Context: an optimization exercise on an open-source flow, tuned for small area. The choices shown serve that exercise and are no tape-out recipe.
Function was checked by simulation only, so behaviour that the tests miss may differ from the original.
Power is estimated from default activity; no workload was simulated.

<file path="flow/design.v">
module hb_interp #(
    parameter int WIDTH = 16
) (
    input  logic             clk,
    input  logic             rst,
    input  logic             bypass,
    input  logic             run,
    input  logic [8:0]       cpo,
    input  logic             stb_in,
    input  logic [WIDTH-1:0] data_in,
    output logic             stb_out,
    output logic [WIDTH-1:0] data_out,
    output logic             ovf
);
    localparam int PIPE = 6;
    localparam logic signed [WIDTH-1:0] MAX_W = {1'b0, {(WIDTH-1){1'b1}}};
    localparam logic signed [WIDTH-1:0] MIN_W = {1'b1, {(WIDTH-1){1'b0}}};
    localparam logic signed [37:0] SAT_MAX = (38'sd1 <<< (WIDTH-1)) - 38'sd1;
    localparam logic signed [37:0] SAT_MIN = -(38'sd1 <<< (WIDTH-1));
    typedef enum logic [2:0] {
        PH_IDLE = 3'd0,
        PH_1    = 3'd1,
        PH_2    = 3'd2,
        PH_3    = 3'd3,
        PH_4    = 3'd4
    } phase_e;
    function automatic logic signed [17:0] coef(input logic [2:0] idx);
        case (idx)
            3'd0:    coef = -18'sd107;
            3'd1:    coef = 18'sd445;
            3'd2:    coef = -18'sd1271;
            3'd3:    coef = 18'sd2959;
            3'd4:    coef = -18'sd6107;
            3'd5:    coef = 18'sd11953;
            3'd6:    coef = -18'sd24706;
            default: coef = 18'sd82359;
        endcase
    endfunction
    function automatic logic signed [17:0] sx(input logic signed [WIDTH-1:0] v);
        sx = {{(18-WIDTH){v[WIDTH-1]}}, v};
    endfunction
    logic signed [WIDTH-1:0] dly_q [16];
    phase_e                  phase_q;
    logic signed [37:0]      acc_q;
    logic signed [WIDTH-1:0] ctr_hold_q;
    logic [PIPE-1:0]         pv_q;
    logic signed [WIDTH-1:0] pf_q [PIPE];
    logic signed [WIDTH-1:0] pc_q [PIPE];
    logic                    c_pend_q;
    logic [8:0]              c_cnt_q;
    logic signed [WIDTH-1:0] c_val_q;
    logic                    stb_out_q;
    logic [WIDTH-1:0]        data_out_q;
    logic                    ovf_q;
    logic [1:0]              k_d;
    logic [3:0]              ia_d, ib_d, ic_d, id_d;
    logic signed [17:0]      pre_a_d, pre_b_d;
    logic signed [35:0]      prod_a_d, prod_b_d;
    logic signed [37:0]      acc_base_d, acc_sum_d, rnd_d, shifted_d;
    logic signed [WIDTH-1:0] f_sat_d;
    logic                    slot_free_d, accept_d, drop_d;
    logic                    f_emit_d, c_emit_d, overrun_d;
    always_comb begin
        k_d = 2'd0;
        case (phase_q)
            PH_2:    k_d = 2'd1;
            PH_3:    k_d = 2'd2;
            PH_4:    k_d = 2'd3;
            default: k_d = 2'd0;
        endcase
        ia_d = {2'b00, k_d};
        ib_d = 4'd15 - ia_d;
        ic_d = ia_d + 4'd4;
        id_d = 4'd11 - ia_d;
        pre_a_d  = sx(dly_q[ia_d]) + sx(dly_q[ib_d]);
        pre_b_d  = sx(dly_q[ic_d]) + sx(dly_q[id_d]);
        prod_a_d = pre_a_d * coef({1'b0, k_d});
        prod_b_d = pre_b_d * coef({1'b1, k_d});
        acc_base_d = (phase_q == PH_1) ? 38'sd0 : acc_q;
        acc_sum_d  = acc_base_d + $signed({{2{prod_a_d[35]}}, prod_a_d})
                                + $signed({{2{prod_b_d[35]}}, prod_b_d});
        rnd_d      = acc_sum_d + 38'sd65536;
        shifted_d  = rnd_d >>> 17;
        if (shifted_d > SAT_MAX) begin
            f_sat_d = MAX_W;
        end else if (shifted_d < SAT_MIN) begin
            f_sat_d = MIN_W;
        end else begin
            f_sat_d = shifted_d[WIDTH-1:0];
        end
    end
    always_comb begin
        slot_free_d = (phase_q == PH_IDLE) || (phase_q == PH_4);
        accept_d    = !bypass && run && stb_in && slot_free_d;
        drop_d      = !bypass && run && stb_in && !slot_free_d;
        f_emit_d    = run && pv_q[PIPE-1];
        c_emit_d    = run && c_pend_q && (c_cnt_q == 9'd1);
        overrun_d   = f_emit_d && c_pend_q;
    end
    always_ff @(posedge clk) begin
        if (rst) begin
            for (int i = 0; i < 16; i++) dly_q[i] <= '0;
            phase_q    <= PH_IDLE;
            acc_q      <= '0;
            ctr_hold_q <= '0;
            pv_q       <= '0;
            for (int i = 0; i < PIPE; i++) begin
                pf_q[i] <= '0;
                pc_q[i] <= '0;
            end
            c_pend_q   <= 1'b0;
            c_cnt_q    <= '0;
            c_val_q    <= '0;
            stb_out_q  <= 1'b0;
            data_out_q <= '0;
            ovf_q      <= 1'b0;
        end else begin
            if (accept_d) begin
                for (int i = 15; i > 0; i--) dly_q[i] <= dly_q[i-1];
                dly_q[0]   <= $signed(data_in);
                ctr_hold_q <= dly_q[6];
            end
            if (!run) begin
                phase_q <= PH_IDLE;
            end else if (accept_d) begin
                phase_q <= PH_1;
            end else begin
                case (phase_q)
                    PH_1:    phase_q <= PH_2;
                    PH_2:    phase_q <= PH_3;
                    PH_3:    phase_q <= PH_4;
                    default: phase_q <= PH_IDLE;
                endcase
            end
            if (phase_q == PH_1 || phase_q == PH_2 || phase_q == PH_3) begin
                acc_q <= acc_sum_d;
            end
            if (!run) begin
                pv_q <= '0;
            end else begin
                pv_q <= {pv_q[PIPE-2:0], (phase_q == PH_4)};
            end
            for (int i = PIPE-1; i > 0; i--) begin
                pf_q[i] <= pf_q[i-1];
                pc_q[i] <= pc_q[i-1];
            end
            pf_q[0] <= f_sat_d;
            pc_q[0] <= ctr_hold_q;
            if (!run) begin
                c_pend_q <= 1'b0;
                c_cnt_q  <= '0;
            end else if (f_emit_d) begin
                c_pend_q <= 1'b1;
                c_cnt_q  <= cpo;
                c_val_q  <= pc_q[PIPE-1];
            end else if (c_pend_q) begin
                if (c_cnt_q == 9'd1) begin
                    c_pend_q <= 1'b0;
                end
                c_cnt_q <= c_cnt_q - 9'd1;
            end
            if (drop_d || overrun_d) begin
                ovf_q <= 1'b1;
            end
            if (bypass) begin
                stb_out_q <= stb_in;
                if (stb_in) begin
                    data_out_q <= data_in;
                end
            end else begin
                stb_out_q <= f_emit_d || c_emit_d;
                if (f_emit_d) begin
                    data_out_q <= pf_q[PIPE-1];
                end else if (c_emit_d) begin
                    data_out_q <= c_val_q;
                end
            end
        end
    end
    assign stb_out  = stb_out_q;
    assign data_out = data_out_q;
    assign ovf      = ovf_q;
endmodule
</file>
<file path="flow/run.sh">
#!/bin/bash
# synth_recipe.tcl (not shown) runs the flow's synth.tcl, then flattens the netlist and writes it again
# the make line also repeats each setting of config.mk as NAME=value (left out here)
make -C /OpenROAD-flow-scripts/flow DESIGN_CONFIG=/design/flow/config.mk WORK_HOME=/design/flow/orfs CLKGATE_MAP_FILE= SYNTH_SCRIPT=/design/flow/synth_recipe.tcl finish
</file>
<file path="flow/config.mk">
export PLATFORM = sky130hd
export DESIGN_NAME = hb_interp
export DESIGN_NICKNAME = hb_interp
export VERILOG_FILES = /design/flow/design.v
export SDC_FILE = /design/flow/constraint.sdc
export NUM_CORES = 4
export LEC_CHECK = 0
export CAP_MARGIN = 20
export CORE_MARGIN = 2
export CORE_UTILIZATION = 40
export SLEW_MARGIN = 20
</file>
<file path="flow/constraint.sdc">
create_clock -name core_clock -period 14.0 [get_ports {clk}]
set_input_delay 2.8000 -clock core_clock [delete_from_list [all_inputs] [get_ports {clk}]]
set_output_delay 2.8000 -clock core_clock [all_outputs]
set_load 0.01 [all_outputs]
</file>
==> impl_metrics.toml <==
[status]
status = "no timing/DRC/antenna violations"

[yosys]
seq_area_frac_synth_pct = 24.27
synthDistinctLibCells = 78
ys.flop_type = "dfxtp_1"
synth_top_area_share_pct = 31.34
synth_edf_count = 0
yosys-top-cells-area = "fa_1 (31%), dfxtp_1 (24%), inv_1 (7.5%), ha_1 (7.3%), nand2_1 (7.1%)"
synth_area_per_cell_sq_um = 8.996
synth_area_leader_cell = "fa_1"
synthArstFlopShare_pct = 0
yosys_warnings = 4
ys_seq_elements = 539
syn-num-nets = 5926
netlist_area_sq_um = 44460
syn_inst = 4942

[setup_path]
crit_slowest_cell = "o31ai_1"
crit_top_cell = "fa_1"
start_kind = "register"
worstSetupEndpointType = "register"
cp_data_required_time_ns = 14.52
cpPeakStageDelay_ns = 0.89
arrival_ns = 13.80
critPathKind = "register to register"
rr_worst_depth = 44
crit_fanout = 25

[power]
p_seq_share_pct = 31.1
switching_share_pct = 36.14
pwr-share-comb_pct = 36.8
p_leak_nw = 21.87
clockPowerShare_pct = 32.2
p_int_w = 0.003317
peakVddDrop_v = 0.0001078
power.net_switching_w = 0.001877
p_per_area_nw_per_um2 = 106.9

[floorplan]
die_x_microns = 337.4
io_pins = 48
initial_utilization_pct = 40.23
core_sq_um = 110500
die_h_microns = 337.4
rows = 122
die_area_sq_um = 113800

[finish]
drive_gt1_share_pct = 4.188
postLayoutCoreUtil_pct = 43.98
layout_common_cells = "inv_1 (883), nand2_1 (837), fa_1 (696)"
syn2layout_area_growth_pct = 9.332
fillers = 10860
stdcell_count = 6408
layout_commonest_cell = "inv_1"
layout.nets = 5859

[timing]
fin_ws_ns = 0.7194
worst_slew_pin_slew_ns = 1.173
grt_setup_unrepaired = "no"
fin_crit_ns = 13.28
fmax_ghz = 0.07530
setup_viol = 0
relSlewSlack_pct = 21.21
skew_ns = 0.06505
slew_viol_final = 0
period_share_pct = 94.86
setup_tns_ns = 0
hold_viol = 0

[place]
gp_congestion = 0.9309
portBuffers = 47
placed_cells = 6300
hpwl_mm = 91.17
post-place-ws_ns = 0.4342

[cts]
path_clk_slew_ns = 0.06
hold_buffers = 0
cts_buffers = 59
clockBufferDepth = 3
cts.sinks = 539
cts_tree = "built"
root_buffer = "clkbuf_16"
cts.htree.levels = 2
worstSkewPairLatency_ns = 0.68

[min_path]
min_path_cells = 1
worstHoldPathType = "register to register"

[global_route]
grt-ovfl-total = 0
grt_usage_pct = 20.97
grt_first_pass_wirelength_mm = 185.4
grt_pass1_vias = 32570
grt_max_degree = 215
antenna_found_initial = 7

[drt]
wl_per_cell_microns = 18.27
firstDrtPassIters = 6
via_per_inst = 5.040
drtIter0Drc = 2353
drc = 0
routed_wl_mm = 117.0
ant_nets = 0
vias = 32300

[flow_run]
maxCapViolations = 0
## per-layer routing
metal | GRT usage [%] | share of wire [%]
met4 | 6.459 | 3.2
met1 | 27.79 | 42
met2 | 35.52 | 49
met3 | 2.879 | 5.3
met5 | 0 | 0
## final cells by class
| class | instances | area, sq um | share of cell area (%) |
|---|---|---|---|
| clock buffers | 76 | 1630 | 3.354 |
| inverters | 892 | 3348 | 6.888 |
| multi-input cells | 3280 | 29590 | 60.87 |
| well taps | 1488 | 1862 | 3.830 |
| clock inverters | 29 | 465.4 | 0.9576 |
| diodes | 1 | 2.502 | 0.005148 |
| repair buffers | 103 | 920.9 | 1.895 |
| flip-flops and latches | 539 | 10790 | 22.20 |
## what timing repair did
item	in CTS	in global routing
buffers inserted	0	2
endpoints found under the setup margin	0	16
resized for setup	0	16
## critical path, delay by kind of cell (launching register included)
family,cells,cell delay [ns]
buffers and inverters,8,1.16
DFF,1,0.46
and+or+nand+nor,10,2.34
adders and majority gates,11,5.07
AOI/OAI and AO/OA,13,3.22
xor gates and xnor gates,2,0.86
## sequential cells by signal (all words and copies together) (netlist names)
| register | cells |
|---|---|
| c_cnt_q | 9 |
| dly_q | 256 |
| data_out_q | 16 |
| acc_q | 38 |
| c_val_q | 16 |
| phase_q | 3 |
| pc_q | 96 |
| c_pend_q | 1 |
| stb_out_q | 1 |
| ovf_q | 1 |
| pf_q | 96 |
| pv_q | 6 |
## power groups by stage
| stage | sequential [W] | combinational [W] | clock (W) |
|---|---|---|---|
| after floorplan | 0.00164 | 0.00136 | 0 |
| after global placement | 0.00165 | 0.00187 | 0 |
| final | 0.00161 | 0.00191 | 0.00167 |
| after detailed placement | 0.00165 | 0.00188 | 0 |
| after global routing | 0.00162 | 0.00213 | 0.00177 |
| after CTS | 0.00161 | 0.00189 | 0.00171 |
## cells in the mapped netlist (all sizes together), types with 21 or more instances
master,instances
mux2i,21
and2,71
xor2,22
xnor2,65
inv,885
a22oi,96
nand2,838
fa,696
nand3,28
nor3,25
clkbuf,214
a211oi,28
ha,258
dfxtp,539
nand2b,59
nor2,176
a21oi,412
o21ai,33
nor2b,243
## path summary, 6_finish.rpt
path	startpoint	end	slack [ns]
setup / recovery	phase_q[1]$_SDFF_PP0_	pf_q[0][1]$_SDFF_PP0_	0.72
hold / removal	pc_q[1][6]$_SDFF_PP0_	pc_q[2][6]$_SDFF_PP0_	0.41
setup reg to reg	phase_q[1]$_SDFF_PP0_	pf_q[0][1]$_SDFF_PP0_	0.72
hold reg to reg	pc_q[1][6]$_SDFF_PP0_	pc_q[2][6]$_SDFF_PP0_	0.41
## through the flow
step	total power [W]	hold slack (ns)	cell area (sq um)
3_3_place_gp	0.003515	0.4085	46410
3_5_place_dp	0.003527	0.4154	46410
4_1_cts	0.005214	0.4154	48500
6_report	0.005194	0.4144	48610
5_1_grt	0.005518	0.4274	48600
2_1_floorplan	0.002999	0.4057	44460
## cell families (layout without fill, tap and decap cells)
logic type / after synthesis / in the layout / share of synthesized area (%)
AND/OR/NAND/NOR: 1516 / 1516 / 15.64
buffers and inverters: 1123 / 1100 / 9.527
adder cells (fa/ha/maj): 954 / 954 / 38.60
AO/OA/AOI/OAI: 702 / 702 / 9.760
flip-flops: 539 / 539 / 24.27
XOR/XNOR: 87 / 87 / 1.731
multiplexers: 21 / 21 / 0.4728
other: 0 / 1 / 0

## re-timing with driven ports
How much do the figures lean on ideal ports? The routed layout below was timed once more, with nothing changed but the port constraints.
Step 1 assumes that a clkbuf_16 drives the clock port and a buf_2 every other input.
Step 2 moves the port delays by t, midway between the first and last clock arrival at a register: inputs arrive t later, outputs are due t later. That takes back most of the time a late clock gives input paths.
Three values: no drivers, after step 1, after step 2; two values: the first two.
t, ns: 0.717
setup WS [ns]: 0.719 / 0.719 / 0.719
worst data-port slew with drivers (ns): 0.05
After both steps setup and hold are still met in this run. For this run, drivers alone change the setup slack by 0.000 ns; drivers and shift together by 0.000 ns.
